From an optimization exercise on the open Yosys and OpenROAD flow, aimed at small area; shortcuts taken in it are not production practice.
Where RTL was checked, it was by simulation tests only, not by an equivalence proof against the original.
The RTL of runs 6 and 7 was laid out without a check of its function.
Power figures rest on the tool's default switching activity, not on a simulated workload.

$ cat design/flow/design.v
module chrom_fitness_evaluator #(
  parameter int NUM_VECTORS  = 16,
  parameter int IN_WIDTH     = 8,
  parameter int OUT_WIDTH    = 8,
  parameter int SUM_WIDTH    = 32,
  parameter int SETTLE_WIDTH = 16,
  parameter int REPEAT_WIDTH = 8
) (
  input  logic                             iClock,
  input  logic                             iReset_n,
  input  logic [NUM_VECTORS*IN_WIDTH-1:0]  iInputSequence,
  input  logic [NUM_VECTORS*OUT_WIDTH-1:0] iExpectedOutput,
  input  logic [NUM_VECTORS*OUT_WIDTH-1:0] iValidOutput,
  input  logic [SETTLE_WIDTH-1:0]          iSettleCycles,
  input  logic [REPEAT_WIDTH-1:0]          iRepeatCount,
  input  logic                             iStartProcessing,
  input  logic                             iDoneProcessingFeedback,
  input  logic                             iStall,
  input  logic [OUT_WIDTH-1:0]             iCircuitOutput,
  output logic [IN_WIDTH-1:0]              oCircuitInput,
  output logic                             oReadyToProcess,
  output logic                             oDoneProcessing,
  output logic [OUT_WIDTH*SUM_WIDTH-1:0]   oErrorSums,
  output logic [2:0]                       oState
);
  localparam int IDX_W = (NUM_VECTORS > 1) ? $clog2(NUM_VECTORS) : 1;
  localparam int MAX_SAMPLES = ((1 << REPEAT_WIDTH) - 1) * NUM_VECTORS;
  localparam int CNT_W_RAW   = $clog2(MAX_SAMPLES + 1);
  localparam int CNT_W       = (CNT_W_RAW < SUM_WIDTH) ? CNT_W_RAW : SUM_WIDTH;
  localparam logic [2:0] ST_IDLE    = 3'd0;
  localparam logic [2:0] ST_APPLY   = 3'd1;
  localparam logic [2:0] ST_SETTLE  = 3'd2;
  localparam logic [2:0] ST_SAMPLE  = 3'd3;
  localparam logic [2:0] ST_DONE    = 3'd4;
  localparam logic [2:0] ST_RELEASE = 3'd5;
  logic [2:0]              state_r;
  logic [2:0]              state_s;
  logic [IN_WIDTH-1:0]     vec_r [NUM_VECTORS];
  logic [OUT_WIDTH-1:0]    exp_r [NUM_VECTORS];
  logic [OUT_WIDTH-1:0]    val_r [NUM_VECTORS];
  logic [SETTLE_WIDTH-1:0] settle_cfg_r;
  logic [SETTLE_WIDTH-1:0] settle_cnt_r;
  logic [REPEAT_WIDTH-1:0] pass_left_r;
  logic [IDX_W-1:0]        index_r;
  logic [IN_WIDTH-1:0]     cin_r;
  logic [CNT_W-1:0]        sum_r [OUT_WIDTH];
  logic                    go_s;
  logic                    idle_s;
  logic                    capture_s;
  logic                    apply_s;
  logic                    settle_s;
  logic                    sample_s;
  logic                    settle_end_s;
  logic                    last_vec_s;
  logic                    more_pass_s;
  logic [OUT_WIDTH-1:0]    err_s;
  logic [NUM_VECTORS-1:0]  idx_oh_s;
  logic [OUT_WIDTH-1:0]    exp_sel_s, val_sel_s;
  logic [IN_WIDTH-1:0]     vec_sel_s;
  always_comb begin
    go_s         = !iStall;
    idle_s       = (state_r == ST_IDLE);
    capture_s    = go_s && idle_s && iStartProcessing;
    apply_s      = go_s && (state_r == ST_APPLY);
    settle_s     = go_s && (state_r == ST_SETTLE);
    sample_s     = go_s && (state_r == ST_SAMPLE);
    settle_end_s = (settle_cnt_r[SETTLE_WIDTH-1:1] == '0);
    last_vec_s   = (index_r == IDX_W'(NUM_VECTORS - 1));
    more_pass_s  = (pass_left_r[REPEAT_WIDTH-1:1] != '0);
    for (int k = 0; k < NUM_VECTORS; k++) idx_oh_s[k] = (index_r == IDX_W'(k));
    err_s        = (iCircuitOutput ^ exp_sel_s) & val_sel_s;
  end
  for (genvar gb = 0; gb < OUT_WIDTH; gb++) begin : g_rd_out
    logic [NUM_VECTORS-1:0] exp_col, val_col;
    for (genvar k = 0; k < NUM_VECTORS; k++) begin : g_col
      assign exp_col[k] = exp_r[k][gb];
      assign val_col[k] = val_r[k][gb];
    end
    chrom_fitness_evaluator_sel16 u_exp (.d(exp_col), .s(idx_oh_s), .y(exp_sel_s[gb]));
    chrom_fitness_evaluator_sel16 u_val (.d(val_col), .s(idx_oh_s), .y(val_sel_s[gb]));
  end
  for (genvar gb = 0; gb < IN_WIDTH; gb++) begin : g_rd_in
    logic [NUM_VECTORS-1:0] vec_col;
    for (genvar k = 0; k < NUM_VECTORS; k++) begin : g_col
      assign vec_col[k] = vec_r[k][gb];
    end
    chrom_fitness_evaluator_sel16 u_vec (.d(vec_col), .s(idx_oh_s), .y(vec_sel_s[gb]));
  end
  always_comb begin
    state_s = state_r;
    if (go_s) begin
      case (state_r)
        ST_IDLE:    if (iStartProcessing) state_s = ST_APPLY;
        ST_APPLY:   state_s = ST_SETTLE;
        ST_SETTLE:  if (settle_end_s) state_s = ST_SAMPLE;
        ST_SAMPLE:  state_s = (!last_vec_s || more_pass_s) ? ST_APPLY : ST_DONE;
        ST_DONE:    if (iDoneProcessingFeedback) state_s = ST_RELEASE;
        ST_RELEASE: if (!iStartProcessing && !iDoneProcessingFeedback) state_s = ST_IDLE;
        default:    state_s = ST_IDLE;
      endcase
    end
  end
  always_ff @(posedge iClock or negedge iReset_n) begin
    if (!iReset_n) state_r <= ST_IDLE;
    else           state_r <= state_s;
  end
  always_ff @(posedge iClock) begin
    if (idle_s) begin
      for (int k = 0; k < NUM_VECTORS; k++) begin
        vec_r[k] <= iInputSequence[k*IN_WIDTH +: IN_WIDTH];
        exp_r[k] <= iExpectedOutput[k*OUT_WIDTH +: OUT_WIDTH];
        val_r[k] <= iValidOutput[k*OUT_WIDTH +: OUT_WIDTH];
      end
      settle_cfg_r <= iSettleCycles;
    end
  end
  always_ff @(posedge iClock) begin
    if (idle_s) pass_left_r <= iRepeatCount;
    else        pass_left_r <= pass_left_r - REPEAT_WIDTH'(sample_s && last_vec_s);
  end
  always_ff @(posedge iClock) begin
    if (state_r == ST_APPLY) settle_cnt_r <= settle_cfg_r;
    else                     settle_cnt_r <= settle_cnt_r - SETTLE_WIDTH'(go_s);
  end
  always_ff @(posedge iClock or negedge iReset_n) begin
    if (!iReset_n)     index_r <= '0;
    else if (sample_s) index_r <= index_r + 1'b1;
  end
  always_ff @(posedge iClock or negedge iReset_n) begin
    if (!iReset_n)    cin_r <= '0;
    else if (apply_s) cin_r <= vec_sel_s;
  end
  for (genvar gb = 0; gb < OUT_WIDTH; gb++) begin : g_sums
    logic [CNT_W-1:0] sum_d;
    chrom_fitness_evaluator_cnt #(.W(CNT_W)) u_cnt (
      .q(sum_r[gb]), .inc(sample_s && err_s[gb]), .clr(capture_s), .d(sum_d)
    );
    always_ff @(posedge iClock or negedge iReset_n) begin
      if (!iReset_n) sum_r[gb] <= '0;
      else           sum_r[gb] <= sum_d;
    end
    assign oErrorSums[gb*SUM_WIDTH +: SUM_WIDTH] = SUM_WIDTH'(sum_r[gb]);
  end
  assign oCircuitInput   = cin_r;
  assign oReadyToProcess = (state_r == ST_IDLE);
  assign oDoneProcessing = (state_r == ST_DONE);
  assign oState          = state_r;
endmodule
module chrom_fitness_evaluator_sel16 (
  input  logic [15:0] d,
  input  logic [15:0] s,
  output logic        y
);
  logic [5:0] t;
  logic [1:0] u;
  chrom_fitness_evaluator_aoi222 g0 (.a1(d[0]),  .a2(s[0]),  .b1(d[1]),  .b2(s[1]),  .c1(d[2]),  .c2(s[2]),  .y(t[0]));
  chrom_fitness_evaluator_aoi222 g1 (.a1(d[3]),  .a2(s[3]),  .b1(d[4]),  .b2(s[4]),  .c1(d[5]),  .c2(s[5]),  .y(t[1]));
  chrom_fitness_evaluator_aoi222 g2 (.a1(d[6]),  .a2(s[6]),  .b1(d[7]),  .b2(s[7]),  .c1(d[8]),  .c2(s[8]),  .y(t[2]));
  chrom_fitness_evaluator_aoi222 g3 (.a1(d[9]),  .a2(s[9]),  .b1(d[10]), .b2(s[10]), .c1(d[11]), .c2(s[11]), .y(t[3]));
  chrom_fitness_evaluator_aoi222 g4 (.a1(d[12]), .a2(s[12]), .b1(d[13]), .b2(s[13]), .c1(d[14]), .c2(s[14]), .y(t[4]));
  assign t[5] = ~(d[15] & s[15]);
  assign u[0] = ~(t[0] & t[1] & t[2]);
  assign u[1] = ~(t[3] & t[4] & t[5]);
  assign y    = u[0] | u[1];
endmodule
module chrom_fitness_evaluator_aoi222 (
  input  logic a1, a2, b1, b2, c1, c2,
  output logic y
);
  assign y = ~((a1 & a2) | (b1 & b2) | (c1 & c2));
endmodule
module chrom_fitness_evaluator_cnt #(
  parameter int W = 12
) (
  input  logic [W-1:0] q,
  input  logic         inc,
  input  logic         clr,
  output logic [W-1:0] d
);
  logic [W:0] t;
  assign t[0] = inc;
  for (genvar i = 0; i < W; i++) begin : g_bit
    chrom_fitness_evaluator_and2  u_t (.a(t[i]), .b(q[i]), .y(t[i+1]));
    chrom_fitness_evaluator_tgclr u_d (.q(q[i]), .t(t[i]), .clr(clr), .d(d[i]));
  end
endmodule
module chrom_fitness_evaluator_tgclr (
  input  logic q,
  input  logic t,
  input  logic clr,
  output logic d
);
  assign d = ~clr & (q ^ t);
endmodule
module chrom_fitness_evaluator_and2 (
  input  logic a,
  input  logic b,
  output logic y
);
  assign y = a & b;
endmodule
$ cat design/flow/flow/run.sh
#!/bin/bash
set -euo pipefail
bash standard.sh \
  "BUFFER_PORTS_ARGS=-buffer_cell sky130_fd_sc_hd__buf_1" \
  "CTS_ARGS=-sink_clustering_enable -repair_clock_nets -buf_list sky130_fd_sc_hd__clkbuf_8 -sink_clustering_size 16 -sink_clustering_max_diameter 60 -dont_use_dummy_load" \
  "SKIP_REPAIR_TIE_FANOUT=1" \
  finish > standard.log 2>&1
$ cat design/flow/standard.sh
#!/bin/bash
# synth_recipe.tcl (not shown) runs the flow's synth.tcl, then flattens the netlist and writes it again
# the make line also repeats each setting of config.mk as NAME=value (left out here)
make -C /OpenROAD-flow-scripts/flow DESIGN_CONFIG=/design/flow/config.mk WORK_HOME=/design/flow/orfs CLKGATE_MAP_FILE= SYNTH_SCRIPT=/design/flow/synth_recipe.tcl "${@:-finish}"
$ cat design/flow/config.mk
export PLATFORM = sky130hd
export DESIGN_NAME = chrom_fitness_evaluator
export DESIGN_NICKNAME = chrom_fitness_evaluator
export VERILOG_FILES = /design/flow/design.v
export SDC_FILE = /design/flow/constraint.sdc
export NUM_CORES = 4
export LEC_CHECK = 0
export CAP_MARGIN = 20
export CORE_AREA = 8 8 192 192
export DIE_AREA = 0 0 200 200
export SLEW_MARGIN = 20
export SYNTH_HIERARCHICAL = 1
$ cat design/flow/constraint.sdc
create_clock -name core_clock -period 5.0 [get_ports {iClock}]
set_input_delay 1.0000 -clock core_clock [delete_from_list [all_inputs] [get_ports {iClock}]]
set_output_delay 1.0000 -clock core_clock [all_outputs]
set_load 0.01 [all_outputs]
==> results.ini, run 1 <==
[place]
dp_cells=2207
pre_cts_ws_ps=223.6
gp_congestion=0.9220
dpl.hpwl_um=48480
io_buffers=529

[yosys]
synth_top_area_share_pct=56.89
synth_top_area_cell=edfxtp_1
yosys_warnings=15
synth.distinct_cells=44
synth_ff_type=edfxtp_1
ys_ff_latch=535
synth_edf_count=400
syn-num-nets=1797
ys_seq_area_share_pct=72.32
synth-async-reset-ratio_pct=20.75
netlist_area_mm2=0.02111
synthTopCellsByArea=edfxtp_1 57%, dfrtp_1 13%, a222oi_1 5.7%
syn_inst=1368
avgSynthCellArea_um2=15.43

[final_layout]
register_area_mm2=0.01527
syn_to_final_growth_pct=10.41
layout_common_cells=528 x buf_1, 400 x edfxtp_1, 120 x a222oi_1, 111 x dfrtp_1, 110 x nor2_1
drive_gt1_share_pct=5.167
fillers=2393
multiInputGateArea_mm2=0.004586
final_cells=2272
layout_commonest_cell=buf_1
layout.nets=2231

[sta]
slew_headroom_pct=32.66
tightest_slew_ps=1010
fmaxAchievable_mhz=212.8
setup_tns_ps=0
fin_crit_sh_pct=93.97
fin_ws_ps=301.6
min_period_ps=4698
rsz0062_at_grt=false
fin_skew_ps=57.65
finalSetupViolCount=0
maxSlewViolCount=0
hold_viol=0

[setup_path]
worst-setup-path-type=reg -> reg
cp-end-kind=flop
crit_path_start_kind=flop
crit_fanout=9
required_ps=5460
crit_arrival_ps=5160

[clock_network]
cts-hold-fix-buffers=0
insertion_delay_ps=590
clock_path_buffers=3
cts_made_buffers=41
h-tree-depth=2
cts_tree=yes
clkTransAtPathRegs_ps=100
cts_root_buf=clkbuf_8
cts_sinks=535

[die]
dieWidth_um=200
rows=67
pin_count=690
core_mm2=0.03345
die_y_um=200
start_util_pct=63.12
die_area_mm2=0.04000

[route]
ant_nets=0
wl_per_cell_um=27.55
routed_wl_um=62580
drt-initial-drc-count=2100
viasPerCell=5.928
drt_first_pass_iters=10
drc=0
vias=13470

[global_routing]
grt.total_usage_pct=30.26
gr-usage-met3_pct=9.757
grt_pass1_wl_um=87150
antenna_found_initial=30
busiest_layer=met2
grt_overflow=0
grt_use_met2_pct=47.49
globalRouteMet1Util_pct=39.06
grt_max_degree=161
grt_pass1_vias=13450

[min_path]
worst_hold_path_type=reg -> reg

[run_status]
status=no timing/DRC/antenna violations

[pwr]
leakage_uw=0.008237
pwr_density_cell_mw_per_mm2=524.0
ir_drop_mv=0.3896

[job]
cap_violations=0

[kinds of logic after synthesis]
group           count (synthesis)  synth area share [%]
compound gates                155                 6.631
xor+xnor                      125                 5.185
fa+ha+maj                       8                0.4741
buf+inv                       179                 6.033
flops                         535                 72.32
mux                             8                0.4267
other cells                     1               0.01776
simple gates                  357                 8.913
[worst max-delay path, stage by stage, from the launching register on]
cell and delay (ps):
dfrtp_1 410, inv_1 100, ha_1 240, and3_4 250, buf_4 190, a222oi_1 410, and3_1 270, nand4_1 120
xor2_1 190, and3_1 230, and2_1 190, and2_1 170, and2_1 170, and2_1 180, and2_1 190, and2_1 180
and2_1 180, and2_1 180, and2_1 170, and2_1 180, and2_1 160, xnor2_1 170, nor2_1 50
[per-module statistics from Yosys, one instance, submodules excluded, a selection]
module,cell area (um^2),cells,copies in the design
chrom_fitness_evaluator,17770,896,1
chrom_fitness_evaluator_sel16,16.27,3,24
chrom_fitness_evaluator_tgclr,12.51,2,96
chrom_fitness_evaluator_aoi222,10.01,1,120
chrom_fitness_evaluator_and2,6.256,1,88
[worst paths after layout]
| kind | depth (start not counted) | start | endpoint | slack (ps) |
|---|---|---|---|---|
| worst min-delay path | 2 | settle_cfg_r[7]$_DFFE_PP_ | settle_cnt_r[7]$_DFF_P_ | 450 |
| min in group asynchronous | 1 | iReset_n | sum_r[2][9]$_DFF_PN0_ | 550 |
| worst max-delay path | 22 | index_r[0]$_DFFE_PN0P_ | sum_r[5][11]$_DFF_PN0_ | 300 |
| worst min register to register | 2 | settle_cfg_r[7]$_DFFE_PP_ | settle_cnt_r[7]$_DFF_P_ | 450 |
| worst max register to register | 22 | index_r[0]$_DFFE_PN0P_ | sum_r[5][11]$_DFF_PN0_ | 300 |
| max in group asynchronous | 2 | iReset_n | state_r[1]$_DFFE_PN0P_ | 3470 |
[routing by layer]
layer  vias up  routed length [um]  share of wire (%)
met3       121                7335                 12
met1      6595               23370                 37
met4        16                1845                2.9
met5         -                 103               0.16
met2       821               29930                 48
li1       5916                   -                  -
[flip-flops by register name (all words and copies together) (netlist names)]
name,cells
val_r,128
settle_cnt_r,16
sum_r,96
exp_r,128
settle_cfg_r,16
cin_r,8
pass_left_r,8
vec_r,128
index_r,4
state_r,3
[power by group]
part | leakage, uW | internal [uW] | switching, uW
clock network | 0.000295 | 738 | 1270
logic | 0.00234 | 909 | 2130
registers | 0.00560 | 6620 | 557
[cells in the mapped netlist, types with 4 or more instances]
cell type	count
nor2_1	110
buf_4	160
o21ai_0	21
dfxtp_1	24
a222oi_1	120
and2_1	103
edfxtp_1	400
xnor2_1	108
mux2_2	8
clkbuf_1	7
dfrtp_1	111
and3_1	37
inv_1	10
nor3b_1	5
a21oi_1	6
ha_1	8
nand2_1	50
xor2_1	17
nand2b_1	4
nand4_1	28
[per-stage QoR]
stage                     hold WS, ps  power [uW]  cell area, um^2  util [%]
final                           453.2       12220            23310     69.70
after global routing            478.6       12760            23310     69.68
after CTS                       450.9       12210            23240     69.48
after detailed placement        429.1       10250            22670     67.79
after global placement          426.7       10150            22670     67.79
after floorplan                 417.8        9067            21130         -
[what timing repair did]
item / CTS / global route
setup buffers: 0 / 0
gates resized for setup: 0 / 6
setup endpoints to repair: 0 / 4
[final cells by class]
class / instances / area share, %
Inverter: 11 / 0.2469
Timing Repair Buffer: 559 / 9.500
Multi-Input combinational cell: 654 / 19.67
Clock buffer: 41 / 2.421
Tap cell: 448 / 2.404
Antenna cell: 24 / 0.2576
Sequential cell: 535 / 65.50
==> run 2, diff against run 1 <==
--- a/design/flow/config.mk
+++ b/design/flow/config.mk
@@ -8,5 +8,6 @@
 export CAP_MARGIN = 20
 export CORE_AREA = 8 8 192 192
 export DIE_AREA = 0 0 200 200
+export GPL_TIMING_DRIVEN = 0
 export SLEW_MARGIN = 20
 export SYNTH_HIERARCHICAL = 1
==> run 2 against run 1 <==
  * Largest power group unchanged
  * Sequential share of layout area decreased by 3.1 points
  * Wire length increased by 1.6%
  * Setup slack got worse by 5.6 ps
  * Largest cell class unchanged
  * Clock power decreased by 2%
==> results.ini, run 2 <==
[run_status]
status=no timing/DRC/antenna violations

[route]
vias=13820
routed_wl_um=63590
viasPerCell=5.746
drt-initial-drc-count=1716
wl_per_cell_um=26.44
ant_nets=0
drt_first_pass_iters=10
drc=0

[setup_path]
crit_fanout=24
cp-end-kind=flop
worst-setup-path-type=reg -> reg
crit_path_start_kind=flop
crit_arrival_ps=5130
required_ps=5420

[final_layout]
drive_gt1_share_pct=12.31
top_regs=exp_r (128), val_r (128), vec_r (128)
fillers=2285
layout_commonest_cell=buf_1
final_cells=2405
layout_common_cells=528 x buf_1, 400 x edfxtp_1, 160 x buf_4, 120 x a222oi_1, 111 x dfrtp_1
multiInputGateArea_mm2=0.004608
layout.nets=2373
register_area_mm2=0.01527
syn_to_final_growth_pct=15.82

[global_routing]
grt_pass1_vias=13470
gr-usage-met3_pct=9.204
grt_max_degree=225
antenna_found_initial=22
globalRouteMet1Util_pct=37.21
grt.total_usage_pct=30.07
grt_use_met2_pct=51.15
grt_pass1_wl_um=87600
grt_overflow=0
busiest_layer=met2

[die]
die_area_mm2=0.04000
die_y_um=200
dieWidth_um=200
pin_count=690
core_mm2=0.03345
start_util_pct=63.12
rows=67

[yosys]
avgSynthCellArea_um2=15.43
synth_top_area_cell=edfxtp_1
synth_top_area_share_pct=56.89
synth.most_common_cell=edfxtp_1
syn-num-nets=1797
ys_ff_latch=535
synth-async-reset-ratio_pct=20.75
netlist_area_mm2=0.02111
syn_inst=1368
yosys-top-cells-count=400 x edfxtp_1, 160 x buf_4, 120 x a222oi_1
synth.distinct_cells=44
synth_edf_count=400
ys_seq_area_share_pct=72.32
yosys_warnings=15
synthTopCellsByArea=edfxtp_1 57%, dfrtp_1 13%, a222oi_1 5.7%
synth_ff_type=edfxtp_1

[place]
io_buffers=529
gp_congestion=0.8973
dp_cells=2351
dpl.hpwl_um=48070
pre_cts_ws_ps=200.9

[sta]
maxSlewViolCount=0
finalSetupViolCount=0
tightest_slew_ps=1231
min_period_ps=4704
rsz0062_at_grt=false
hold_viol=0
fin_ws_ps=296.0
fmaxAchievable_mhz=212.6
slew_headroom_pct=17.90
fin_crit_sh_pct=94.08
fin_skew_ps=49.26

[clock_network]
clock_path_buffers=3
cts_setup_buffers=0
cts_tree=yes
h-tree-depth=2
clkTransAtPathRegs_ps=100
cts_sinks=535
cts_made_buffers=39
cts_root_buf=clkbuf_8
insertion_delay_ps=580

[pwr]
power_uw=12240
ir_drop_mv=0.6489
pwr_density_cell_mw_per_mm2=500.4
leakage_uw=0.009030

[job]
cap_violations=0

[min_path]
worst_hold_path_type=reg -> reg

## run 2: cell counts after synthesis
No cell type changed its count.
## run 2: worst paths after layout
path                            cells past startpoint                       to                      start  slack [ps]
worst max-delay path                               21   sum_r[2][11]$_DFF_PN0_     index_r[1]$_DFFE_PN0P_         300
min in group asynchronous                           1    sum_r[2][8]$_DFF_PN0_                   iReset_n         500
max in group asynchronous                           3    sum_r[3][2]$_DFF_PN0_                   iReset_n        3650
worst min-delay path                                2  settle_cnt_r[7]$_DFF_P_  settle_cfg_r[7]$_DFFE_PP_         440
worst max register to register                     21   sum_r[2][11]$_DFF_PN0_     index_r[1]$_DFFE_PN0P_         300
worst min register to register                      2  settle_cnt_r[7]$_DFF_P_  settle_cfg_r[7]$_DFFE_PP_         440
## run 2: modules after synthesis (local to each module, per instance), a selection
module,cells inside,flip-flops and latches,times used,cell area (um^2)
chrom_fitness_evaluator,896,535,1,17770
chrom_fitness_evaluator_and2,1,0,88,6.256
chrom_fitness_evaluator_aoi222,1,0,120,10.01
chrom_fitness_evaluator_sel16,3,0,24,16.27
chrom_fitness_evaluator_tgclr,2,0,96,12.51
## run 2: report_power, final
group | leakage, uW | switching (uW) | internal (uW)
clock | 0.000281 | 1270 | 705
combinational | 0.00315 | 2140 | 989
sequential | 0.00560 | 505 | 6620
total | 0.00903 | 3920 | 8320
## run 2: critical path: stages (launching register included)
cell,delay (ps)
dfrtp_1,420
inv_1,90
ha_1,240
and3_2,460
a222oi_1,300
and3_1,320
nand4_1,170
xor2_1,200
and3_1,200
and2_1,200
and2_1,190
and2_1,180
and2_1,180
and2_1,180
and2_1,190
and2_1,190
and2_1,180
and2_1,170
and2_1,170
and2_1,160
xnor2_1,140
nor2_1,50
## run 2: per-stage QoR
step | cell area, um^2 | setup TNS, ps | utilization [%] | hold WS, ps
finish | 24450 | 0 | 73.11 | 435.1
global placement | 23670 | -306480 | 70.77 | 428.5
floorplan | 21130 | 0 | - | 417.8
global route | 24440 | 0 | 73.06 | 460.2
CTS | 24390 | 0 | 72.92 | 445.4
detailed placement | 23850 | 0 | 71.32 | 433.9
## run 2: final cells by class
type,instances,area share (%)
Sequential cell,535,62.44
Multi-Input combinational cell,654,18.84
Timing Repair Buffer,536,8.770
Buffer,167,5.025
Tap cell,448,2.292
Clock buffer,39,2.195
Inverter,11,0.2763
Antenna cell,15,0.1535
## run 2: logic make-up after synthesis
family / synth area share [%]
fa+ha+maj: 0.4741
xor+xnor: 5.185
buf+inv: 6.033
compound gates: 6.631
mux: 0.4267
other cells: 0.01776
flops: 72.32
simple gates: 8.913
## run 2: repair_timing
| item | CTS | global route |
|---|---|---|
| resized for setup | 0 | 7 |
| hold buffers | 0 | 0 |
| setup endpoints to repair | 0 | 7 |
## run 2: layer usage
layer | wire [um] | part of all wire (%)
met4 | 1526 | 2.4
met1 | 22740 | 36
met3 | 7304 | 11
met2 | 31880 | 50
met5 | 149 | 0.23
==> run 3, diff against run 2 <==
==> design/flow/flow/run.sh (replaced) <==
#!/bin/bash
set -euo pipefail
bash standard.sh \
  "BUFFER_PORTS_ARGS=-buffer_cell sky130_fd_sc_hd__buf_1" \
  "CTS_ARGS=-sink_clustering_enable -repair_clock_nets -buf_list sky130_fd_sc_hd__clkbuf_16 -sink_clustering_size 28 -sink_clustering_max_diameter 80 -dont_use_dummy_load" \
  "SKIP_REPAIR_TIE_FANOUT=1" \
  finish > standard.log 2>&1
--- a/design/flow/config.mk
+++ b/design/flow/config.mk
@@ -8,6 +8,5 @@
 export CAP_MARGIN = 20
 export CORE_AREA = 8 8 192 192
 export DIE_AREA = 0 0 200 200
-export GPL_TIMING_DRIVEN = 0
 export SLEW_MARGIN = 20
 export SYNTH_HIERARCHICAL = 1
==> run 3 against run 2 <==
  * Worst hold slack gained 23 ps
  * Via count down 3.7%
  * Area after synthesis stayed put
  * Sequential cell count did not move
  * Non-clock buffer count fell by 144
  * Setup slack worse by 51 ps
  * Sequential share of layout area up 2.9 points
  * Wire length shrank 2.0%
  * Clock power rose by 9.6%
  * Critical path type unchanged
  * Largest cell class unchanged
  * Largest power group unchanged
==> results.ini, run 3 <==
[yosys]
synth.distinct_cells=44
synth_edf_count=400
ys_ff_latch=535
syn_inst=1368
ys_seq_area_share_pct=72.32
synth_top_area_cell=edfxtp_1
synth.most_common_cell=edfxtp_1
synth_top_area_share_pct=56.89
synth-async-reset-ratio_pct=20.75
yosys-top-cells-count=400 x edfxtp_1, 160 x buf_4, 120 x a222oi_1
avgSynthCellArea_um2=15.43
syn-num-nets=1797
yosys_warnings=15
synthTopCellsByArea=edfxtp_1 57%, dfrtp_1 13%, a222oi_1 5.7%
synth_ff_type=edfxtp_1
netlist_area_mm2=0.02111

[setup_path]
required_ps=5420
path_delay_family=simple AND/OR/NAND/NOR gates
crit_arrival_ps=5180
worst-setup-path-type=reg -> reg
path_buf_inv=2
crit_cells=22
crit_path_start_kind=flop
r2r-start=index_r[0]$_DFFE_PN0P_
crit_chain=inv_1 -> ha_1 -> and3_4 -> buf_4 -> a222oi_1 -> and3_1 -> nand4_1 -> xor2_1 -> and3_1 -> and2_1 -> and2_1 -> and2_1 -> and2_1 -> and2_1 -> and2_1 -> and2_1 -> and2_1 -> and2_1 -> and2_1 -> and2_1 -> xnor2_1 -> nor2_1
ff2ff_setup_slack_ps=250
crit_fanout=9
r2r_cells=22
cp_slowest_cell=dfrtp_1
crit_top_cell=and2_1
worstReg2RegEnd=sum_r[5][11]$_DFF_PN0_
cp-end-kind=flop
critPathMaxStageDelay_ps=410

[route]
ant_nets=0
viasPerCell=5.890
drt_first_pass_iters=8
drt-initial-drc-count=1878
vias=13310
drc=0
routed_wl_um=62330
wl_per_cell_um=27.59

[sta]
hold_viol=0
setup_tns_ps=0
rsz0062_at_grt=false
fin_crit_sh_pct=95.09
maxSlewViolCount=0
min_period_ps=4755
slew_headroom_pct=32.73
tightest_slew_ps=1009
fin_skew_ps=59.76
fmaxAchievable_mhz=210.3
finalSetupViolCount=0

[die]
core_mm2=0.03345
dieWidth_um=200
die_y_um=200
rows=67
pin_count=690
die_area_mm2=0.04000
start_util_pct=63.12

[clock_network]
cts_tree=yes
clock_path_buffers=3
cts_resized=0
h-tree-depth=1
clkTransAtPathRegs_ps=100
cts_made_buffers=25
cts-hold-fix-buffers=0
insertion_delay_ps=580
cts_root_buf=clkbuf_16
cts_sinks=535
cts_setup_buffers=0

[pwr]
leakage_uw=0.008248
ir_drop_mv=0.5237
pwr_density_cell_mw_per_mm2=528.4
power_uw=12350
combPwrFrac_pct=24.5
power.share.clock_pct=17.5
switching_share_pct=31.91
switching_power_uw=3941
power_frac_seq_pct=58.0
internal-power_uw=8412

[global_routing]
grt_pass1_vias=13300
grt_pass1_wl_um=86720
grt_max_degree=161
grt_overflow=0
grt.total_usage_pct=30.04
antenna_found_initial=32

[min_path]
hold_end=settle_cnt_r[11]$_DFF_P_
hp-start=settle_cfg_r[11]$_DFFE_PP_
worstHoldPathCells=2
worst_hold_path_type=reg -> reg

[final_layout]
layout_commonest_cell=buf_1
layout_common_cells=528 x buf_1, 400 x edfxtp_1, 120 x a222oi_1, 111 x dfrtp_1, 110 x nor2_1
syn_to_final_growth_pct=10.71
drive_gt1_share_pct=4.260
top_regs=exp_r (128), val_r (128), vec_r (128)
fin_util_pct=69.89
layout.nets=2215

[place]
io_buffers=529
gp_congestion=0.9220
dpl.hpwl_um=48480

[job]
cap_violations=0

[run_status]
status=no timing/DRC/antenna violations

-- run 3: cell counts after synthesis --
No cell type changed its count.
-- run 3: how the worst max path moves through the flow --
stage | startpoint | slack [ps] | endpoint
2_1_floorplan | state_r[2]$_DFFE_PN0P_ | 600 | sum_r[0][0]$_DFF_PN0_
3_3_place_gp | index_r[0]$_DFFE_PN0P_ | 380 | sum_r[0][11]$_DFF_PN0_
3_5_place_dp | index_r[0]$_DFFE_PN0P_ | 220 | sum_r[5][11]$_DFF_PN0_
4_1_cts | index_r[0]$_DFFE_PN0P_ | 160 | sum_r[5][11]$_DFF_PN0_
5_1_grt | index_r[0]$_DFFE_PN0P_ | 20 | sum_r[2][11]$_DFF_PN0_
6_report | index_r[0]$_DFFE_PN0P_ | 250 | sum_r[5][11]$_DFF_PN0_
-- run 3: layout make-up --
class / count / area (um^2)
Sequential cell: 535 / 15270
Antenna cell: 27 / 67.56
Multi-Input combinational cell: 654 / 4581
Fill cell: 2371 / 10070
Tap cell: 448 / 560.5
Timing Repair Buffer: 559 / 2215
Inverter: 11 / 57.56
Clock buffer: 25 / 625.6
-- run 3: power by group through the flow --
stage	clock network, uW	logic (uW)	registers [uW]
2_1_floorplan	0	1930	7140
3_3_place_gp	0	2910	7230
3_5_place_dp	0	2990	7250
4_1_cts	2180	3000	7150
5_1_grt	2330	3270	7280
6_report	2160	3030	7170
-- run 3: cells by family (layout without fill, tap and decap cells) --
family,Yosys count,in the layout,synth area share (%)
XOR/XNOR,125,125,5.185
other,1,28,0.01776
flip-flops,535,535,72.32
multiplexers,8,8,0.4267
AND/OR/NAND/NOR,357,357,8.913
adder cells (fa/ha/maj),8,8,0.4741
AO/OA/AOI/OAI,155,155,6.631
buffers and inverters,179,595,6.033
-- run 3: per-module statistics from Yosys (local to each module, per instance), a selection --
module	area, um^2	cells inside	flops+latches	times used
chrom_fitness_evaluator_aoi222	10.01	1	0	120
chrom_fitness_evaluator_sel16	16.27	3	0	24
chrom_fitness_evaluator_tgclr	12.51	2	0	96
chrom_fitness_evaluator_and2	6.256	1	0	88
chrom_fitness_evaluator	17770	896	535	1
-- run 3: metal layers --
| layer | vias up | wire length, um | GRT usage, % |
|---|---|---|---|
| met3 | 98 | 7131 | 8.868 |
| met5 | - | 97 | 0 |
| li1 | 5883 | - | - |
| met2 | 784 | 29880 | 46.89 |
| met1 | 6527 | 23400 | 39.29 |
| met4 | 14 | 1813 | 12.62 |
-- run 3: worst reg2reg max path: stages (launching register included) --
cell and delay (ps):
dfrtp_1 410, inv_1 110, ha_1 250, and3_4 250, buf_4 190, a222oi_1 410, and3_1 270, nand4_1 130
xor2_1 190, and3_1 240, and2_1 200, and2_1 170, and2_1 170, and2_1 180, and2_1 190, and2_1 180
and2_1 180, and2_1 180, and2_1 170, and2_1 180, and2_1 170, xnor2_1 170, nor2_1 50
-- run 3: through the flow --
stage	hold WS (ps)	instance area (um^2)	setup WS, ps	std cells
final	457.9	23380	245.3	2259
after global routing	479.2	23370	18.50	2257
after CTS	453.8	23300	155.1	2232
after detailed placement	429.1	22670	223.6	2207
after global placement	426.7	22670	383.6	2207
after floorplan	417.8	21130	600.6	1368
==> run 4, diff against run 3 <==
==> design/flow/flow/run.sh (replaced) <==
#!/bin/bash
set -euo pipefail
bash standard.sh \
  "BUFFER_PORTS_ARGS=-buffer_cell sky130_fd_sc_hd__buf_1" \
  "CTS_ARGS=-sink_clustering_enable -repair_clock_nets -buf_list sky130_fd_sc_hd__clkbuf_8 -sink_clustering_size 24 -sink_clustering_max_diameter 45 -dont_use_dummy_load" \
  "SKIP_REPAIR_TIE_FANOUT=1" \
  finish > standard.log 2>&1
==> run 4 against run 3 <==
  * First-iteration DRC count is 17% higher
  * Non-clock buffer count unchanged
  * Final area barely moved
  * Wire length up 0.21%
  * Register-to-register slack worse by 80 ps
  * Global-route usage up 0.32 points
  * Clock skew rose by 0.65 ps
  * Sequential share of layout area is essentially flat
  * Clock power about the same
  * Setup slack worse by 80 ps
  * Combinational power hardly changed
==> results.ini, run 4 <==
[global_routing]
grt_pass1_vias=13420
grt_max_degree=161
grt.total_usage_pct=30.37
grt_pass1_wl_um=87710
antenna_found_initial=20
grt_overflow=0

[run_status]
status=no timing/DRC/antenna violations

[sta]
fin_skew_ps=60.42
setup_tns_ps=0
rsz0062_at_grt=true
tightest_slew_ps=1011
finalSetupViolCount=0
fmaxAchievable_mhz=206.9
hold_viol=0
fin_crit_sh_pct=96.69
min_period_ps=4834
maxSlewViolCount=0
slew_headroom_pct=32.61

[yosys]
synth-async-reset-ratio_pct=20.75
syn_inst=1368
yosys-top-cells-count=400 x edfxtp_1, 160 x buf_4, 120 x a222oi_1
synth.distinct_cells=44
ys_seq_area_share_pct=72.32
synth_ff_type=edfxtp_1
synthTopCellsByArea=edfxtp_1 57%, dfrtp_1 13%, a222oi_1 5.7%
syn-num-nets=1797
synth_top_area_share_pct=56.89
yosys_warnings=15
ys_ff_latch=535
synth_top_area_cell=edfxtp_1
netlist_area_mm2=0.02111
synth.most_common_cell=edfxtp_1
synth_edf_count=400
avgSynthCellArea_um2=15.43

[route]
vias=13470
drc=0
routed_wl_um=62460
drt-initial-drc-count=2199
ant_nets=0
wl_per_cell_um=27.51
viasPerCell=5.935
drt_first_pass_iters=12

[clock_network]
clock_path_buffers=3
h-tree-depth=2
clkTransAtPathRegs_ps=80
cts_tree=yes
cts_setup_buffers=0
cts_resized=0
cts_made_buffers=47
cts_sinks=535
cts_root_buf=clkbuf_8
insertion_delay_ps=620
cts-hold-fix-buffers=0

[die]
core_mm2=0.03345
dieWidth_um=200
die_area_mm2=0.04000
rows=67
pin_count=690
die_y_um=200
start_util_pct=63.12

[pwr]
leakage_uw=0.008282
pwr_density_cell_mw_per_mm2=528.3
ir_drop_mv=0.5189
power_uw=12350

[setup_path]
crit_chain=inv_1 -> ha_1 -> and3_2 -> buf_4 -> a222oi_1 -> and3_1 -> nand4_1 -> xor2_1 -> and3_1 -> and2_1 -> and2_1 -> and2_1 -> and2_1 -> and2_1 -> and2_1 -> and2_1 -> and2_1 -> and2_1 -> and2_1 -> and2_1 -> xnor2_1 -> nor2_1
critPathMaxStageDelay_ps=410
worst-setup-path-type=reg -> reg
crit_fanout=9
ff2ff_setup_slack_ps=170
required_ps=5460
crit_arrival_ps=5290
crit_top_cell=and2_1
cp-end-kind=flop
cp_slowest_cell=a222oi_1
crit_path_start_kind=flop

[place]
io_buffers=529
dpl_cell_area_mm2=0.02267
dpl.hpwl_um=48480
dp_cells=2207
gp_congestion=0.9220

[min_path]
worst_hold_path_type=reg -> reg

[final_layout]
final_cells=2270
syn_to_final_growth_pct=10.69
layout_commonest_cell=buf_1
top_regs=exp_r (128), val_r (128), vec_r (128)
final_area_mm2=0.02337
drive_gt1_share_pct=5.482
layout_common_cells=528 x buf_1, 400 x edfxtp_1, 120 x a222oi_1, 111 x dfrtp_1, 110 x nor2_1
layout.nets=2237

[job]
cap_violations=0

run 4: logic make-up (layout without fill, tap and decap cells):
logic type,after synthesis,in the layout,share of synthesized area (%)
flops,535,535,72.32
simple gates,357,357,8.913
buf+inv,179,617,6.033
compound gates,155,155,6.631
xor+xnor,125,125,5.185
fa+ha+maj,8,8,0.4741
mux,8,8,0.4267
other cells,1,17,0.01776
run 4: modules after synthesis (local to each module, per instance), a selection:
module	copies in the design	flip-flops and latches	cells inside	cell area [um^2]
chrom_fitness_evaluator	1	535	896	17770
chrom_fitness_evaluator_sel16	24	0	3	16.27
chrom_fitness_evaluator_tgclr	96	0	2	12.51
chrom_fitness_evaluator_aoi222	120	0	1	10.01
chrom_fitness_evaluator_and2	88	0	1	6.256
run 4: area by class of cell:
class	instances	area, um^2
Sequential cell	535	15270
Fill cell	2391	10080
Multi-Input combinational cell	654	4582
Timing Repair Buffer	559	2215
Clock buffer	47	646.9
Tap cell	448	560.5
Inverter	11	57.56
Antenna cell	16	40.04
run 4: final timing paths:
check                                          start                      end  cells past startpoint
min                        settle_cfg_r[7]$_DFFE_PP_  settle_cnt_r[7]$_DFF_P_                      2
min in group asynchronous                   iReset_n    sum_r[1][3]$_DFF_PN0_                      1
max                           index_r[0]$_DFFE_PN0P_   sum_r[5][11]$_DFF_PN0_                     22
max reg2reg                   index_r[0]$_DFFE_PN0P_   sum_r[5][11]$_DFF_PN0_                     22
min reg2reg                settle_cfg_r[7]$_DFFE_PP_  settle_cnt_r[7]$_DFF_P_                      2
max in group asynchronous                   iReset_n   sum_r[0][10]$_DFF_PN0_                      2
run 4: critical path, delay by kind of cell, from the launching register on:
family          cells  cell delay [ps]
xor+xnor            2              360
compound gates      1              410
fa+ha+maj           1              240
flops               1              400
buf+inv             2              310
simple gates       16             2990
run 4: report_power, final:
group          switching [uW]  internal, uW  total (uW)
combinational            2120           908        3030
clock                    1310           840        2150
sequential                554          6620        7170
total                    3980          8370       12300
run 4: per-stage QoR:
step	worst slack [ps]	hold slack, ps	utilization (%)
after detailed placement	223.6	429.1	67.79
after global routing	-32.79	483.3	69.85
final	165.6	453.0	69.87
after global placement	383.6	426.7	67.79
after floorplan	600.6	417.8	-
after CTS	176.4	457.2	69.72
run 4: layer usage:
metal | GRT usage, % | wire (um) | vias to the layer above
met1 | 39.70 | 23120 | 6601
met3 | 8.952 | 7561 | 109
li1 | - | - | 5912
met2 | 48.78 | 30080 | 835
met4 | 9.782 | 1584 | 16
met5 | 0 | 113 | -
==> run 5, diff against run 4 <==
==> design/flow/flow/run.sh (replaced) <==
#!/bin/bash
set -euo pipefail
bash standard.sh \
  "BUFFER_PORTS_ARGS=-buffer_cell sky130_fd_sc_hd__buf_1" \
  "CTS_ARGS=-sink_clustering_enable -repair_clock_nets -buf_list sky130_fd_sc_hd__clkbuf_8 -sink_clustering_size 20 -sink_clustering_max_diameter 50 -dont_use_dummy_load" \
  "SKIP_REPAIR_TIE_FANOUT=1" \
  finish > standard.log 2>&1
==> run 5 against run 4 <==
  * Fmax is 2.9% higher
  * Final cell count is 0.22% lower
  * Critical path depth stayed put
  * Synthesized cell count stayed put
  * Wire length is 0.25% lower
  * Via count is 0.13% higher
  * Non-clock buffer count stayed put
  * Still clean on timing, DRC and antenna
  * Clock skew is 7.8 ps lower
  * Setup slack better by 140 ps
  * Power is 0.87% lower
  * Largest power group unchanged
  * Clock-buffer cell count is 4 lower
  * Register-to-register slack better by 140 ps
==> results.ini, run 5 <==
[die]
dieWidth_um=200
core_mm2=0.03345
pin_count=690
rows=67
die_y_um=200
start_util_pct=63.12
die_area_mm2=0.04000

[sta]
fmaxAchievable_mhz=212.8
setup_tns_ps=0
maxSlewViolCount=0
fin_crit_sh_pct=93.98
finalSetupViolCount=0
min_period_ps=4699
fin_skew_ps=52.64
tightest_slew_ps=1016
slew_headroom_pct=32.27
rsz0062_at_grt=false
hold_viol=0

[min_path]
hold_end=settle_cnt_r[7]$_DFF_P_
hp-start=settle_cfg_r[7]$_DFFE_PP_
worst_hold_path_type=reg -> reg
worstHoldPathCells=2

[job]
cap_violations=0

[route]
drc=0
ant_nets=0
viasPerCell=5.956
wl_per_cell_um=27.51
routed_wl_um=62300
vias=13490
drt-initial-drc-count=2072
drt_first_pass_iters=10

[setup_path]
crit_path_start_kind=flop
r2r_cells=22
worst-setup-path-type=reg -> reg
worstReg2RegEnd=sum_r[5][11]$_DFF_PN0_
ff2ff_setup_slack_ps=300
cp-end-kind=flop
r2r-start=index_r[0]$_DFFE_PN0P_
crit_fanout=9
required_ps=5430
worstSetupStartpoint=index_r[0]$_DFFE_PN0P_
crit_arrival_ps=5130

[clock_network]
cts_setup_buffers=0
h-tree-depth=2
insertion_delay_ps=590
cts_resized=0
cts_tree=yes
cts-hold-fix-buffers=0
clock_path_buffers=3
clkTransAtPathRegs_ps=70
cts_root_buf=clkbuf_8
cts_made_buffers=43
cts_sinks=535

[final_layout]
top_regs=exp_r (128), val_r (128), vec_r (128)
layout_common_cells=528 x buf_1, 400 x edfxtp_1, 120 x a222oi_1, 111 x dfrtp_1, 110 x nor2_1
fin_util_pct=69.70
layout_commonest_cell=buf_1
syn_to_final_growth_pct=10.41
fillers=2372
drive_gt1_share_pct=5.216
layout.nets=2233
final_area_mm2=0.02331

[yosys]
synthTopCellsByArea=edfxtp_1 57%, dfrtp_1 13%, a222oi_1 5.7%
ys_ff_latch=535
synth-async-reset-ratio_pct=20.75
synth_top_area_cell=edfxtp_1
synth_ff_type=edfxtp_1
synth.distinct_cells=44
yosys-top-cells-count=400 x edfxtp_1, 160 x buf_4, 120 x a222oi_1
syn-num-nets=1797
syn_inst=1368
ys_seq_area_share_pct=72.32
synth_edf_count=400
synth_top_area_share_pct=56.89
yosys_warnings=15
avgSynthCellArea_um2=15.43
synth.most_common_cell=edfxtp_1
netlist_area_mm2=0.02111

[place]
gp_congestion=0.9220
dpl_cell_area_mm2=0.02267
dpl.hpwl_um=48480
io_buffers=529

[global_routing]
grt.total_usage_pct=30.19
grt_pass1_vias=13400
antenna_found_initial=22
grt_overflow=0
grt_pass1_wl_um=87310
grt_max_degree=161

[run_status]
status=no timing/DRC/antenna violations

[pwr]
pwr_density_cell_mw_per_mm2=525.0
ir_drop_mv=0.5682
leakage_uw=0.008249

run 5: cell counts after synthesis:
Identical to the previous run, type by type.
run 5: cell families after synthesis:
| group | count (synthesis) | share of synthesized area, % |
|---|---|---|
| AOI/OAI and AO/OA | 155 | 6.631 |
| xor gates and xnor gates | 125 | 5.185 |
| adders and majority gates | 8 | 0.4741 |
| buffers and inverters | 179 | 6.033 |
| DFF | 535 | 72.32 |
| muxes | 8 | 0.4267 |
| other | 1 | 0.01776 |
| and+or+nand+nor | 357 | 8.913 |
run 5: routing by layer:
| layer | vias to the layer above | track usage (%) | part of all wire, % | wire, um |
|---|---|---|---|---|
| met1 | 6613 | 39.11 | 37 | 23270 |
| met3 | 111 | 9.472 | 12 | 7298 |
| met4 | 16 | 9.700 | 2.6 | 1632 |
| met2 | 850 | 48.46 | 48 | 29990 |
| met5 | - | 0 | 0.18 | 113 |
| li1 | 5901 | - | - | - |
run 5: cell type report:
type                            instances  area [um^2]  share of cell area, %
Sequential cell                       535        15270                  65.50
Multi-Input combinational cell        654         4581                  19.65
Timing Repair Buffer                  559         2215                  9.500
Clock buffer                           43        591.8                  2.539
Tap cell                              448        560.5                  2.404
Inverter                               11        57.56                 0.2469
Antenna cell                           15        37.54                 0.1610
run 5: metrics by stage:
| stage | instances | total power, uW | hold WS [ps] | setup slack [ps] |
|---|---|---|---|---|
| final | 2265 | 12240 | 450.6 | 301.0 |
| after floorplan | 1368 | 9067 | 417.8 | 600.6 |
| after global placement | 2207 | 10150 | 426.7 | 383.6 |
| after detailed placement | 2207 | 10250 | 429.1 | 223.6 |
| after CTS | 2250 | 12240 | 456.3 | 178.7 |
| after global routing | 2265 | 12770 | 485.6 | 53.72 |
run 5: per-module statistics from Yosys, one instance, submodules excluded, a selection:
module	cells	copies in the design
chrom_fitness_evaluator	896	1
chrom_fitness_evaluator_sel16	3	24
chrom_fitness_evaluator_and2	1	88
chrom_fitness_evaluator_tgclr	2	96
chrom_fitness_evaluator_aoi222	1	120
run 5: worst max path at each step:
stage          cells after the start                endpoint  slack (ps)
2_1_floorplan                      6   sum_r[0][0]$_DFF_PN0_         600
3_3_place_gp                      22  sum_r[0][11]$_DFF_PN0_         380
3_5_place_dp                      22  sum_r[5][11]$_DFF_PN0_         220
4_1_cts                           22  sum_r[5][11]$_DFF_PN0_         180
5_1_grt                           22  sum_r[5][11]$_DFF_PN0_          50
6_report                          22  sum_r[5][11]$_DFF_PN0_         300
run 5: where the power goes:
group / leakage (uW) / switching, uW / internal, uW / total [uW]
Sequential: 0.00560 / 553 / 6620 / 7170
Combinational: 0.00234 / 2120 / 902 / 3030
Clock: 0.000309 / 1270 / 772 / 2050
run 5: critical path, cell delays in order, from the launching register on:
cell      delay [ps]
dfrtp_1          400
inv_1            100
ha_1             250
and3_4           250
buf_4            190
a222oi_1         400
and3_1           270
nand4_1          120
xor2_1           180
and3_1           240
and2_1           190
and2_1           170
and2_1           170
and2_1           180
and2_1           190
and2_1           180
and2_1           180
and2_1           180
and2_1           170
and2_1           180
and2_1           160
xnor2_1          170
nor2_1            50
==> run 6, diff against run 5 <==
--- a/design/flow/design.v
+++ b/design/flow/design.v
@@ -181,16 +181,27 @@
   assign t[0] = inc;
   for (genvar i = 0; i < W; i++) begin : g_bit
     chrom_fitness_evaluator_and2  u_t (.a(t[i]), .b(q[i]), .y(t[i+1]));
-    chrom_fitness_evaluator_tgclr u_d (.q(q[i]), .t(t[i]), .clr(clr), .d(d[i]));
+    chrom_fitness_evaluator_tgclr u_d (.q(q[i]), .t(t[i]), .tn(t[i+1]), .clr(clr), .d(d[i]));
   end
 endmodule
 module chrom_fitness_evaluator_tgclr (
   input  logic q,
   input  logic t,
+  input  logic tn,
   input  logic clr,
   output logic d
 );
-  assign d = ~clr & (q ^ t);
+  logic y;
+  chrom_fitness_evaluator_oa21bi u_y (.a1(q), .a2(t), .b_n(tn), .y(y));
+  assign d = ~(clr | y);
+endmodule
+module chrom_fitness_evaluator_oa21bi (
+  input  logic a1,
+  input  logic a2,
+  input  logic b_n,
+  output logic y
+);
+  assign y = ~((a1 | a2) & ~b_n);
 endmodule
 module chrom_fitness_evaluator_and2 (
   input  logic a,
==> design/flow/flow/run.sh (replaced) <==
#!/bin/bash
set -euo pipefail
bash standard.sh \
  "BUFFER_PORTS_ARGS=-buffer_cell sky130_fd_sc_hd__buf_1" \
  "CTS_ARGS=-sink_clustering_enable -repair_clock_nets -buf_list sky130_fd_sc_hd__clkbuf_8 -sink_clustering_size 16 -sink_clustering_max_diameter 60 -dont_use_dummy_load" \
  "SKIP_REPAIR_TIE_FANOUT=1" \
  finish > standard.log 2>&1
--- a/design/flow/config.mk
+++ b/design/flow/config.mk
@@ -5,8 +5,8 @@
 export SDC_FILE = /design/flow/constraint.sdc
 export NUM_CORES = 4
 export LEC_CHECK = 0
-export CAP_MARGIN = 20
+export CAP_MARGIN = 5
 export CORE_AREA = 8 8 192 192
 export DIE_AREA = 0 0 200 200
-export SLEW_MARGIN = 20
+export SLEW_MARGIN = 5
 export SYNTH_HIERARCHICAL = 1
==> run 6 against run 5 <==
  * Still clean on timing, DRC and antenna
  * Non-clock buffer count up 16
  * Final area is 0.52% higher
  * Setup slack worse by 64 ps
  * Clock skew up 12 ps
  * Synthesized cell count increased by 0.58%
  * Final cell count increased by 1.4%
  * Fmax is 1.3% lower
  * Critical endpoint is now sum_r[7][11]$_DFF_PN0_
  * Highest routed layer unchanged
==> results.ini, run 6 <==
[setup_path]
cp-end-kind=flop
crit_path_start_kind=flop
required_ps=5490
crit_arrival_ps=5260
critPathMaxStageDelay_ps=440
crit_chain=inv_2 -> ha_2 -> and2_4 -> buf_4 -> a222oi_1 -> buf_4 -> nand4_1 -> xor2_2 -> and3_1 -> and2_1 -> and2_1 -> and2_1 -> and2_1 -> and2_1 -> and2_1 -> and2_1 -> and2_1 -> and2_1 -> and2_1 -> and2_1 -> and2_1 -> o21bai_1 -> nor2_1
worst-setup-path-type=reg -> reg
cp_slowest_cell=a222oi_1
crit_top_cell=and2_1
crit_fanout=4

[sta]
fin_skew_ps=64.99
min_period_ps=4763
hold_viol=0
setup_tns_ps=0
fmaxAchievable_mhz=210.0
finalSetupViolCount=0
fin_ws_ps=237.3
slew_headroom_pct=19.16
fin_crit_sh_pct=95.25
rsz0062_at_grt=false
maxSlewViolCount=0
tightest_slew_ps=1213

[yosys]
syn-num-nets=1805
avgSynthCellArea_um2=15.29
synthTopCellsByArea=edfxtp_1 57%, dfrtp_1 13%, a222oi_1 5.7%
synth_top_area_cell=edfxtp_1
synth.distinct_cells=45
synth.most_common_cell=edfxtp_1
netlist_area_mm2=0.02104
yosys_warnings=15
ys_ff_latch=535
synth_ff_type=edfxtp_1
synth-async-reset-ratio_pct=20.75
synth_edf_count=400
syn_inst=1376
synth_top_area_share_pct=57.08
yosys-top-cells-count=400 x edfxtp_1, 160 x buf_4, 120 x a222oi_1
ys_seq_area_share_pct=72.56

[clock_network]
cts_sinks=535
clkTransAtPathRegs_ps=100
insertion_delay_ps=610
cts_root_buf=clkbuf_8
h-tree-depth=2
clock_path_buffers=3
cts_tree=yes
cts-hold-fix-buffers=0
cts_made_buffers=41

[global_routing]
antenna_found_initial=21
grt_pass1_wl_um=91980
grt_overflow=0
grt_max_degree=206
grt_pass1_vias=13910
grt.total_usage_pct=32.25

[die]
pin_count=690
start_util_pct=62.91
core_mm2=0.03345
dieWidth_um=200
die_y_um=200
rows=67
die_area_mm2=0.04000

[final_layout]
fillers=2373
drive_gt1_share_pct=6.579
register_area_mm2=0.01527
layout_common_cells=528 x buf_1, 400 x edfxtp_1, 120 x a222oi_1, 111 x dfrtp_1, 110 x nor2_1
top_regs=exp_r (128), val_r (128), vec_r (128)
layout.nets=2255
multiInputGateArea_mm2=0.004551
layout_commonest_cell=buf_1
syn_to_final_growth_pct=11.35

[route]
wl_per_cell_um=29.16
ant_nets=0
drt-initial-drc-count=1843
vias=13960
drc=0
drt_first_pass_iters=9
viasPerCell=6.075
routed_wl_um=66990

[pwr]
ir_drop_mv=0.6986
pwr_density_cell_mw_per_mm2=523.8
leakage_uw=0.008261

[run_status]
status=no timing/DRC/antenna violations

[place]
gp_congestion=0.9247
pre_cts_ws_ps=91.75
io_buffers=529
dpl.hpwl_um=51580

[job]
cap_violations=0

[min_path]
worst_hold_path_type=in -> async

[run 6: cell count changes after synthesis, sizes merged]
cell	delta
xnor2	-96
and2	+8
o21bai	+96
[run 6: worst paths after layout]
path	startpoint	endpoint	slack [ps]	cells past startpoint
worst max-delay path	index_r[0]$_DFFE_PN0P_	sum_r[7][11]$_DFF_PN0_	240	23
worst min-delay path	iReset_n	sum_r[2][11]$_DFF_PN0_	430	1
worst max register to register	index_r[0]$_DFFE_PN0P_	sum_r[7][11]$_DFF_PN0_	240	23
worst min register to register	settle_cfg_r[7]$_DFFE_PP_	settle_cnt_r[7]$_DFF_P_	460	2
max in group asynchronous	iReset_n	index_r[2]$_DFFE_PN0P_	3530	2
min in group core_clock	settle_cfg_r[7]$_DFFE_PP_	settle_cnt_r[7]$_DFF_P_	460	2
[run 6: worst max-delay path: cells and delay by family, from the launching register on]
kind	cells	cell delay [ps]
XOR/XNOR	1	240
adder cells (fa/ha/maj)	1	210
AND/OR/NAND/NOR	16	2760
flip-flops	1	420
AO/OA/AOI/OAI	2	590
buffers and inverters	3	430
[run 6: stage by stage]
stage	instance area, um^2	util, %	hold slack (ps)	instances	total power, uW
floorplan	21060	-	417.8	1376	9067
global placement	22710	67.89	437.4	2225	10150
detailed placement	22710	67.89	437.2	2225	10250
CTS	23270	69.58	417.1	2266	12220
global route	23410	69.99	456.7	2288	12770
finish	23430	70.06	434.0	2297	12270
[run 6: per-module statistics from Yosys (local to each module, per instance), a selection]
module | area [um^2] | flops+latches | copies in the design | cells inside
chrom_fitness_evaluator | 17770 | 535 | 1 | 896
chrom_fitness_evaluator_sel16 | 16.27 | 0 | 24 | 3
chrom_fitness_evaluator_aoi222 | 10.01 | 0 | 120 | 1
chrom_fitness_evaluator_oa21bi | 7.507 | 0 | 96 | 1
chrom_fitness_evaluator_and2 | 6.256 | 0 | 96 | 1
chrom_fitness_evaluator_tgclr | 3.754 | 0 | 96 | 1
[run 6: kinds of logic after synthesis]
| kind of cell | count (synthesis) | share of synthesized area [%] |
|---|---|---|
| adders and majority gates | 8 | 0.4757 |
| AOI/OAI and AO/OA | 251 | 10.08 |
| buffers and inverters | 179 | 6.053 |
| xor gates and xnor gates | 29 | 1.207 |
| other | 1 | 0.01782 |
| DFF | 535 | 72.56 |
| and+or+nand+nor | 365 | 9.180 |
| muxes | 8 | 0.4281 |
[run 6: power breakdown]
part / switching, uW / total (uW) / internal [uW]
combinational: 2130 / 3100 / 973
clock: 1280 / 2020 / 738
sequential: 527 / 7150 / 6620
total: 3940 / 12300 / 8340
[run 6: layout make-up]
| type | count | area share, % |
|---|---|---|
| Inverter | 11 | 0.2456 |
| Timing Repair Buffer | 575 | 10.10 |
| Antenna cell | 25 | 0.2670 |
| Sequential cell | 535 | 65.16 |
| Tap cell | 448 | 2.392 |
| Clock buffer | 41 | 2.408 |
| Multi-Input combinational cell | 662 | 19.42 |
[run 6: repair_timing]
item / in CTS / in global routing
setup buffers: 0 / 6
pin swaps: 0 / 6
resized for setup: 1 / 27
gates cloned: 0 / 0
endpoints found under the setup margin: 1 / 13
[run 6: layer usage]
layer	global-route usage (%)	share of wire, %	vias up
met5	0	0.082	-
met4	15.12	4.0	8
met3	7.779	11	134
met2	52.67	49	842
met1	40.56	36	6900
li1	-	-	6071
==> run 7, diff against run 6 <==
--- a/design/flow/config.mk
+++ b/design/flow/config.mk
@@ -5,8 +5,8 @@
 export SDC_FILE = /design/flow/constraint.sdc
 export NUM_CORES = 4
 export LEC_CHECK = 0
-export CAP_MARGIN = 5
+export CAP_MARGIN = 20
 export CORE_AREA = 8 8 192 192
 export DIE_AREA = 0 0 200 200
-export SLEW_MARGIN = 5
+export SLEW_MARGIN = 20
 export SYNTH_HIERARCHICAL = 1
==> run 7 against run 6 <==
  * First-iteration DRC count did not move
  * Critical path depth did not move
  * Sequential cell count did not move
  * Still clean
  * Largest cell class unchanged
  * Highest routed layer unchanged
  * Via count did not move
  * Clock-buffer cell count did not move
  * Register-to-register slack barely moved
  * Non-clock buffer count did not move
  * Die area did not move
==> results.ini, run 7 <==
[route]
vias=13960
drt-initial-drc-count=1843
viasPerCell=6.075
routed_wl_um=66990
drc=0
wl_per_cell_um=29.16
drt_first_pass_iters=9
ant_nets=0

[die]
die_area_mm2=0.04000
die_y_um=200
core_mm2=0.03345
rows=67
pin_count=690
start_util_pct=62.91
dieWidth_um=200

[min_path]
worst_hold_path_type=in -> async

[clock_network]
cts_tree=yes
clock_path_buffers=3
h-tree-depth=2
cts_sinks=535
cts_root_buf=clkbuf_8
insertion_delay_ps=610
clkTransAtPathRegs_ps=100
cts_made_buffers=41
cts-hold-fix-buffers=0

[yosys]
synth.distinct_cells=45
syn-num-nets=1805
synth_ff_type=edfxtp_1
netlist_area_mm2=0.02104
yosys-top-cells-count=400 x edfxtp_1, 160 x buf_4, 120 x a222oi_1
synth-async-reset-ratio_pct=20.75
synth_edf_count=400
synthTopCellsByArea=edfxtp_1 57%, dfrtp_1 13%, a222oi_1 5.7%
syn_inst=1376
synth_top_area_cell=edfxtp_1
avgSynthCellArea_um2=15.29
yosys_warnings=15
ys_seq_area_share_pct=72.56
synth_top_area_share_pct=57.08
ys_ff_latch=535
synth.most_common_cell=edfxtp_1

[final_layout]
multiInputGateArea_mm2=0.004551
drive_gt1_share_pct=6.579
syn_to_final_growth_pct=11.35
fillers=2373
final_cells=2297
top_regs=exp_r (128), val_r (128), vec_r (128)
register_area_mm2=0.01527
fin_util_pct=70.06
layout_commonest_cell=buf_1
layout_common_cells=528 x buf_1, 400 x edfxtp_1, 120 x a222oi_1, 111 x dfrtp_1, 110 x nor2_1
layout.nets=2255

[global_routing]
grt_overflow=0
grt_pass1_vias=13910
globalRouteMet1Util_pct=40.56
grt.total_usage_pct=32.25
busiest_layer=met2
grt_use_met2_pct=52.67
antenna_found_initial=21
grt_max_degree=206
gr-usage-met3_pct=7.779
grt_pass1_wl_um=91980

[setup_path]
path_buf_inv=3
r2r-start=index_r[0]$_DFFE_PN0P_
crit_fanout=4
cp-end-kind=flop
crit_chain=inv_2 -> ha_2 -> and2_4 -> buf_4 -> a222oi_1 -> buf_4 -> nand4_1 -> xor2_2 -> and3_1 -> and2_1 -> and2_1 -> and2_1 -> and2_1 -> and2_1 -> and2_1 -> and2_1 -> and2_1 -> and2_1 -> and2_1 -> and2_1 -> and2_1 -> o21bai_1 -> nor2_1
crit_path_start_kind=flop
r2r_cells=23
worst-setup-path-type=reg -> reg
crit_top_cell=and2_1
crit_arrival_ps=5260
required_ps=5490
worstReg2RegEnd=sum_r[7][11]$_DFF_PN0_
ff2ff_setup_slack_ps=240
path_delay_family=simple AND/OR/NAND/NOR gates
cp_slowest_cell=a222oi_1
critPathMaxStageDelay_ps=440

[sta]
fmaxAchievable_mhz=210.0
fin_crit_sh_pct=95.25
maxSlewViolCount=0
finalSetupViolCount=0
slew_headroom_pct=19.16
tightest_slew_ps=1213
hold_viol=0
fin_ws_ps=237.3
fin_skew_ps=64.99
timing.hold.ws_ps=434.0
setup_tns_ps=0
min_period_ps=4763
rsz0062_at_grt=false

[pwr]
ir_drop_mv=0.6986
pwr_density_cell_mw_per_mm2=523.8
leakage_uw=0.008261

[job]
cap_violations=0

[place]
pre_cts_ws_ps=91.75
gp_congestion=0.9247
io_buffers=529
dpl.hpwl_um=51580
dp_cells=2225

[run_status]
status=no timing/DRC/antenna violations

## run 7: cell counts after synthesis
Identical to the previous run, type by type.
## run 7: stage by stage
| step | power, uW | instance area, um^2 |
|---|---|---|
| finish | 12270 | 23430 |
| global route | 12770 | 23410 |
| CTS | 12220 | 23270 |
| global placement | 10150 | 22710 |
| detailed placement | 10250 | 22710 |
| floorplan | 9067 | 21060 |
## run 7: worst max path at each step
stage,from,to,depth (start not counted)
2_1_floorplan,state_r[2]$_DFFE_PN0P_,sum_r[0][0]$_DFF_PN0_,6
3_3_place_gp,index_r[0]$_DFFE_PN0P_,sum_r[6][11]$_DFF_PN0_,22
3_5_place_dp,index_r[0]$_DFFE_PN0P_,sum_r[6][11]$_DFF_PN0_,22
4_1_cts,index_r[0]$_DFFE_PN0P_,sum_r[6][11]$_DFF_PN0_,22
5_1_grt,index_r[2]$_DFFE_PN0P_,sum_r[0][11]$_DFF_PN0_,22
6_report,index_r[0]$_DFFE_PN0P_,sum_r[7][11]$_DFF_PN0_,23
## run 7: power by group
| part | total [uW] | internal [uW] | switching [uW] | leakage [uW] |
|---|---|---|---|---|
| logic | 3100 | 973 | 2130 | 0.00237 |
| registers | 7150 | 6620 | 527 | 0.00560 |
| clock network | 2020 | 738 | 1280 | 0.000295 |
## run 7: routing by layer
metal / wire [um] / up-vias / part of all wire, %
li1: - / 6071 / -
met1: 23960 / 6900 / 36
met2: 33000 / 842 / 49
met3: 7322 / 134 / 11
met4: 2652 / 8 / 4.0
met5: 55 / - / 0.082
## run 7: layout make-up
cell class	instances	share of cell area (%)
antenna	25	0.2670
clock buffer	41	2.408
inverter	11	0.2456
multi-input combinational	662	19.42
sequential	535	65.16
tap	448	2.392
timing repair buffer	575	10.10
## run 7: per-module statistics from Yosys, one instance, submodules excluded, a selection
module                          copies in the design  flops+latches  cells inside  cell area (um^2)
chrom_fitness_evaluator                            1            535           896             17770
chrom_fitness_evaluator_sel16                     24              0             3             16.27
chrom_fitness_evaluator_aoi222                   120              0             1             10.01
chrom_fitness_evaluator_oa21bi                    96              0             1             7.507
chrom_fitness_evaluator_and2                      96              0             1             6.256
chrom_fitness_evaluator_tgclr                     96              0             1             3.754
## run 7: cell families (layout without fill, tap and decap cells)
logic type / count (synthesis) / after routing / synth area share (%)
adder cells (fa/ha/maj): 8 / 8 / 0.4757
flip-flops: 535 / 535 / 72.56
multiplexers: 8 / 8 / 0.4281
XOR/XNOR: 29 / 29 / 1.207
AO/OA/AOI/OAI: 251 / 251 / 10.08
other: 1 / 26 / 0.01782
AND/OR/NAND/NOR: 365 / 365 / 9.180
buffers and inverters: 179 / 627 / 6.053
## run 7: timing repair
action | in CTS | in global routing
buffers inserted | 0 | 6
gates resized for setup | 1 | 27
endpoints found under the setup margin | 1 | 13
hold endpoints to repair | 0 | 0
pin swaps | 0 | 6

[port drivers added, routing unchanged]
The flow's constraints put no driver on any port. The routed layouts listed below were extracted and timed again, unchanged, in two steps.
Step 1, drivers: a clkbuf_16 drives iClock and a buf_2 each remaining input, both assumed.
Step 2 times the ports against the registers' clock, not the clock port: input delays grow and output delays shrink by t, the midpoint of the rising clock arrivals with the driver on.
Three values: no drivers, after step 1, after step 2; two values: the first two.
run | t, ns | setup slack, ns | clock arrival spread, ns | worst register clock-pin slew, ns
run 1 | 0.615 | 0.302 / 0.302 / 0.302 | 0.058 / 0.058 | 0.10 / 0.10
run 2 | 0.599 | 0.296 / 0.296 / 0.250 | 0.057 / 0.057 | 0.11 / 0.11
run 3 | 0.607 | 0.245 / 0.245 / 0.245 | 0.061 / 0.061 | 0.10 / 0.10
run 4 | 0.643 | 0.166 / 0.166 / 0.166 | 0.061 / 0.061 | 0.11 / 0.11
run 5 | 0.613 | 0.301 / 0.301 / 0.301 | 0.054 / 0.054 | 0.12 / 0.12
run 6 | 0.631 | 0.237 / 0.237 / 0.219 | 0.067 / 0.067 | 0.10 / 0.10
run 7 | 0.631 | 0.237 / 0.237 / 0.219 | 0.067 / 0.067 | 0.10 / 0.10
After both steps setup and hold are still met in every run listed. The setup slack of run 2, which loses most, moves by 0.000 ns with the drivers and by -0.046 ns with both steps.
